Context: an optimization exercise on an open-source flow, tuned for small area, a short achievable clock period and few clock cycles per item. The choices shown serve that exercise and are no tape-out recipe.
Only simulation tests tie the RTL to the original design; equivalence was not proved.
Power figures rest on the tool's default switching activity, not on a simulated workload.

==> module pkt_loopback_top, before the edit <==
module pkt_loopback_top #(
  parameter int FIFO_DEPTH = 8,
  parameter int MAX_BEATS  = 16
) (
  input  logic  rd_clk,
  input  logic  rd_rst_n,
  input  logic  rx_valid,
  output logic  rx_ready,
  input  pkt_pkg::beat_t rx_beat,
  input  logic  tx_enable,
  input  logic  tx_ready,
  output logic  tx_valid,
  output pkt_pkg::beat_t tx_beat
);
  localparam int N  = MAX_BEATS;
  localparam int PW = $clog2(N);
  localparam int CW = $clog2(N + 1);
  localparam int EW = pkt_pkg::DATA_W + pkt_pkg::EMPTY_W + 1;
  logic [EW-1:0] ring [0:N-1];
  logic [PW-1:0] dh;        
  logic          dh0;       
  logic [PW-1:0] dt;        
  logic [CW-1:0] count;     
  logic [CW-1:0] ccount;    
  logic          rdy_n;     
  logic          wsel_n;    
  logic          tv;        
  pkt_pkg::beat_t ob;       
  logic          drop;      
  logic          last_eop;  
  logic          en_seen;   
  logic          empty;
  logic          one;
  logic          full;
  logic          ccnz;
  logic          cc_one;
  logic          dt1;
  logic          ovf;
  logic          acc;
  logic          store;     
  logic          discard;
  logic          commit;
  logic          take;      
  logic          fire;
  logic          new_head;
  logic          drop_nxt;
  logic          high;      
  logic [CW-1:0] count_nxt;
  logic [pkt_pkg::DATA_W-1:0] rd_data;
  logic [pkt_pkg::DATA_W-1:0] rd_inc;
  logic          rdy_0;
  logic          rdy_s;
  logic          rdy_t;
  logic          rdy_st;
  logic          wsel_s;
  logic          wsel_t;
  logic [EW-1:0] wr_ent;
  assign empty   = (count == '0);
  assign one     = (count == CW'(1));
  assign full    = (count == CW'(N));
  assign high    = (count >= CW'(N - 1));
  assign ccnz    = (ccount != '0);
  assign cc_one  = (ccount == CW'(1));
  assign dt1     = (dt == PW'(1));
  assign ovf     = full && !ccnz;
  assign acc     = rx_valid && !rdy_n;
  assign store   = acc && !drop && !ovf;
  assign discard = acc && !drop && ovf;
  assign commit  = store && rx_beat.eop;
  assign fire    = tv && tx_ready;
  assign take    = dh0 && en_seen && (!tv || tx_ready) && !empty &&
                   (ccnz || commit);
  assign new_head = store && (empty || (take && one));
  assign drop_nxt = (acc && (drop || ovf)) ? !rx_beat.eop : drop;
  always_comb begin
    count_nxt = count;
    if (discard) begin
      count_nxt = '0;
    end else if (store && !take) begin
      count_nxt = count + 1'b1;
    end else if (take && !store) begin
      count_nxt = count - 1'b1;
    end
  end
  assign rdy_0  = (full && !ccnz) || (!full && (empty || dt1));
  assign rdy_s  = !high || (!ccnz && !rx_beat.eop);
  assign rdy_t  = one || dt1;
  assign rdy_st = !full || !(rx_beat.eop || (ccnz && !cc_one));
  assign wsel_s = (count != CW'(N - 1));
  assign wsel_t = one || dt1;
  assign wr_ent = {rx_beat.eop,
                   rx_beat.eop ? rx_beat.empty : pkt_pkg::EMPTY_W'(0),
                   rx_beat.data};
  always_ff @(posedge rd_clk or negedge rd_rst_n) begin
    if (!rd_rst_n) begin
      dh       <= '0;
      dh0      <= 1'b1;
      dt       <= '0;
      count    <= '0;
      ccount   <= '0;
      rdy_n    <= 1'b0;
      wsel_n   <= 1'b0;
      tv       <= 1'b0;
      drop     <= 1'b0;
      last_eop <= 1'b1;
      en_seen  <= 1'b0;
    end else begin
      if (new_head) begin
        dh  <= PW'(N - 2);
        dh0 <= 1'b0;
      end else if (take) begin
        dh  <= '0;
        dh0 <= 1'b1;
      end else begin
        dh  <= dh - 1'b1;
        dh0 <= (dh == PW'(1));
      end
      if (store || discard || (take && one) || empty) begin
        dt <= '0;
      end else begin
        dt <= dt - 1'b1;
      end
      count <= count_nxt;
      if (commit) begin
        ccount <= count_nxt;
      end else if (take) begin
        ccount <= ccount - 1'b1;
      end
      if (drop_nxt || discard) begin
        rdy_n <= 1'b0;
      end else begin
        case ({store, take})
          2'b00:   rdy_n <= !rdy_0;
          2'b10:   rdy_n <= !rdy_s;
          2'b01:   rdy_n <= !rdy_t;
          default: rdy_n <= !rdy_st;
        endcase
      end
      if (discard) begin
        wsel_n <= 1'b0;
      end else begin
        case ({store, take})
          2'b00:   wsel_n <= !(!full && (empty || dt1));
          2'b10:   wsel_n <= !wsel_s;
          2'b01:   wsel_n <= !wsel_t;
          default: wsel_n <= full;
        endcase
      end
      tv       <= take || (tv && !tx_ready);
      en_seen  <= en_seen || tx_enable;
      drop     <= drop_nxt;
      if (take) begin
        last_eop <= ring[1][EW-1];
      end
    end
  end
  assign rd_data = ring[1][pkt_pkg::DATA_W-1:0];
  always_comb begin
    logic [pkt_pkg::DATA_W-1:0] pre;
    pre = rd_data;
    for (int l = 1; l < pkt_pkg::DATA_W; l = l * 2) begin
      for (int i = 0; i < pkt_pkg::DATA_W; i++) begin
        if ((i / l) % 2 == 1) begin
          pre[i] = pre[i] & pre[(i / l) * l - 1];
        end
      end
    end
    rd_inc = rd_data ^ {pre[pkt_pkg::DATA_W-2:0], 1'b1};
  end
  always_ff @(posedge rd_clk) begin
    for (int i = 0; i < N - 1; i++) begin
      ring[i] <= ring[i+1];
    end
    ring[N-1] <= wsel_n ? ring[0] : wr_ent;
  end
  always_ff @(posedge rd_clk or negedge rd_rst_n) begin
    if (!rd_rst_n) begin
      ob <= '0;
    end else if (take) begin
      ob <= {last_eop, ring[1][EW-1:pkt_pkg::DATA_W], rd_inc};
    end else if (fire) begin
      ob <= '0;
    end
  end
  assign rx_ready = !rdy_n;
  assign tx_valid = tv;
  assign tx_beat  = ob;
endmodule
clock: 5.5 ns
lec_check: 0
abc_area: 1
cap_margin: 20
core_margin: 2
core_utilization: 65
cts_cluster_diameter: 100
cts_cluster_size: 28
setup_slack_margin: 3.15
slew_margin: 20
standard.sh (not shown) runs the stock make flow with config.mk's settings and CLKGATE_MAP_FILE= SYNTH_SCRIPT=/design/flow/synth_recipe.tcl, a recipe that flattens the netlist after the stock synthesis.
==> flow/flow/run.sh <==
#!/bin/bash
# The standard layout, with the port buffers made from buf_2 cells
# instead of the delay buffers buffer_ports picks by default.
set -euo pipefail
export BUFFER_PORTS_ARGS="-buffer_cell sky130_fd_sc_hd__buf_2"
bash standard.sh > standard_flow.log 2>&1
Testbench counts at the start, summed over its fixed seeds: cycles 14,877, items 14,749.
Rerun with:
--- a/flow/design.v
+++ b/flow/design.v
@@ -41,10 +41,11 @@
   logic [PW-1:0] dt;        
   logic [CW-1:0] count;     
   logic [CW-1:0] ccount;    
   logic          rdy_n;     
   logic          wsel_n;    
+  logic          wsel;      
   logic          tv;        
   pkt_pkg::beat_t ob;       
   logic          drop;      
   logic          last_eop;  
   logic          en_seen;   
@@ -117,10 +118,11 @@
       dt       <= '0;
       count    <= '0;
       ccount   <= '0;
       rdy_n    <= 1'b0;
       wsel_n   <= 1'b0;
+      wsel     <= 1'b1;
       tv       <= 1'b0;
       drop     <= 1'b0;
       last_eop <= 1'b1;
       en_seen  <= 1'b0;
     end else begin
@@ -155,44 +157,67 @@
           default: rdy_n <= !rdy_st;
         endcase
       end
       if (discard) begin
         wsel_n <= 1'b0;
+        wsel   <= 1'b1;
       end else begin
         case ({store, take})
-          2'b00:   wsel_n <= !(!full && (empty || dt1));
-          2'b10:   wsel_n <= !wsel_s;
-          2'b01:   wsel_n <= !wsel_t;
-          default: wsel_n <= full;
+          2'b00:   begin
+            wsel_n <= !(!full && (empty || dt1));
+            wsel   <= !full && (empty || dt1);
+          end
+          2'b10:   begin
+            wsel_n <= !wsel_s;
+            wsel   <= wsel_s;
+          end
+          2'b01:   begin
+            wsel_n <= !wsel_t;
+            wsel   <= wsel_t;
+          end
+          default: begin
+            wsel_n <= full;
+            wsel   <= !full;
+          end
         endcase
       end
       tv       <= take || (tv && !tx_ready);
       en_seen  <= en_seen || tx_enable;
       drop     <= drop_nxt;
       if (take) begin
         last_eop <= ring[1][EW-1];
       end
     end
   end
+  localparam int NG = pkt_pkg::DATA_W / 8;
+  logic [NG-1:0] rd_grp;    
+  always_ff @(posedge rd_clk) begin
+    for (int g = 0; g < NG; g++) begin
+      rd_grp[g] <= &ring[2][8*g +: 8];
+    end
+  end
   assign rd_data = ring[1][pkt_pkg::DATA_W-1:0];
   always_comb begin
-    logic [pkt_pkg::DATA_W-1:0] pre;
-    pre = rd_data;
-    for (int l = 1; l < pkt_pkg::DATA_W; l = l * 2) begin
-      for (int i = 0; i < pkt_pkg::DATA_W; i++) begin
-        if ((i / l) % 2 == 1) begin
-          pre[i] = pre[i] & pre[(i / l) * l - 1];
-        end
-      end
-    end
-    rd_inc = rd_data ^ {pre[pkt_pkg::DATA_W-2:0], 1'b1};
+    logic lo_grp;
+    logic lo_bit;
+    for (int g = 0; g < NG; g++) begin
+      lo_grp = 1'b1;
+      for (int h = 0; h < g; h++) begin
+        lo_grp = lo_grp & rd_grp[h];
+      end
+      lo_bit = 1'b1;
+      for (int b = 0; b < 8; b++) begin
+        rd_inc[8*g+b] = rd_data[8*g+b] ^ (lo_grp & lo_bit);
+        lo_bit = lo_bit & rd_data[8*g+b];
+      end
+    end
   end
   always_ff @(posedge rd_clk) begin
     for (int i = 0; i < N - 1; i++) begin
       ring[i] <= ring[i+1];
     end
-    ring[N-1] <= wsel_n ? ring[0] : wr_ent;
+    ring[N-1] <= (ring[0] & {EW{wsel_n}}) | (wr_ent & {EW{wsel}});
   end
   always_ff @(posedge rd_clk or negedge rd_rst_n) begin
     if (!rd_rst_n) begin
       ob <= '0;
     end else if (take) begin
The new run went through all stages and came out clean.
Synthesized cell count falls by about 13%.
Worst setup slack improved by 40 ps.
Clock-buffer cell count rises by 8.
Maximum frequency rises by 1.7%.
Final area falls by 1.7%.
Hold slack improved by 9.0 ps.
Combinational power falls by 8.5%.
Wire length falls by about 8%.
Critical path depth stays the same.
Total power falls by about 1%.
Testbench counts after the change, summed over its fixed seeds: cycles 14,877, items 14,749.

==> port drivers added, routing unchanged <==
The flow's constraints put no driver on any port. The routed layouts listed below were extracted and timed again, unchanged, in two steps.
Step 1 (the two cells are an assumption about what drives the block):
set clk [get_ports {rd_clk}]
set_driving_cell -lib_cell sky130_fd_sc_hd__clkbuf_16 $clk
set_driving_cell -lib_cell sky130_fd_sc_hd__buf_2 [delete_from_list [all_inputs] $clk]
Step 2, shift: input delay + t, output delay - t, t = (earliest + latest rising clock arrival at the registers) / 2. This alone moves slack from input paths to output paths.
Slacks: no drivers / after step 1 / after step 2; pairs: no drivers / after step 1.
run	shift t [ns]	setup WS [ns]	worst hold slack (ns)	slew at the worst register clock pin (ns)	worst data-port slew with drivers (ns)
the first run	0.667	3.174 / 3.117 / 2.726	0.313 / 0.313 / 0.313	0.11 / 0.11	0.06
the second run	0.648	3.213 / 3.156 / 2.678	0.322 / 0.322 / 0.322	0.10 / 0.10	0.07
After both steps setup and hold are still met in every run listed. The setup slack of the second run, which loses most, moves by -0.057 ns with the drivers and by -0.535 ns with both steps.
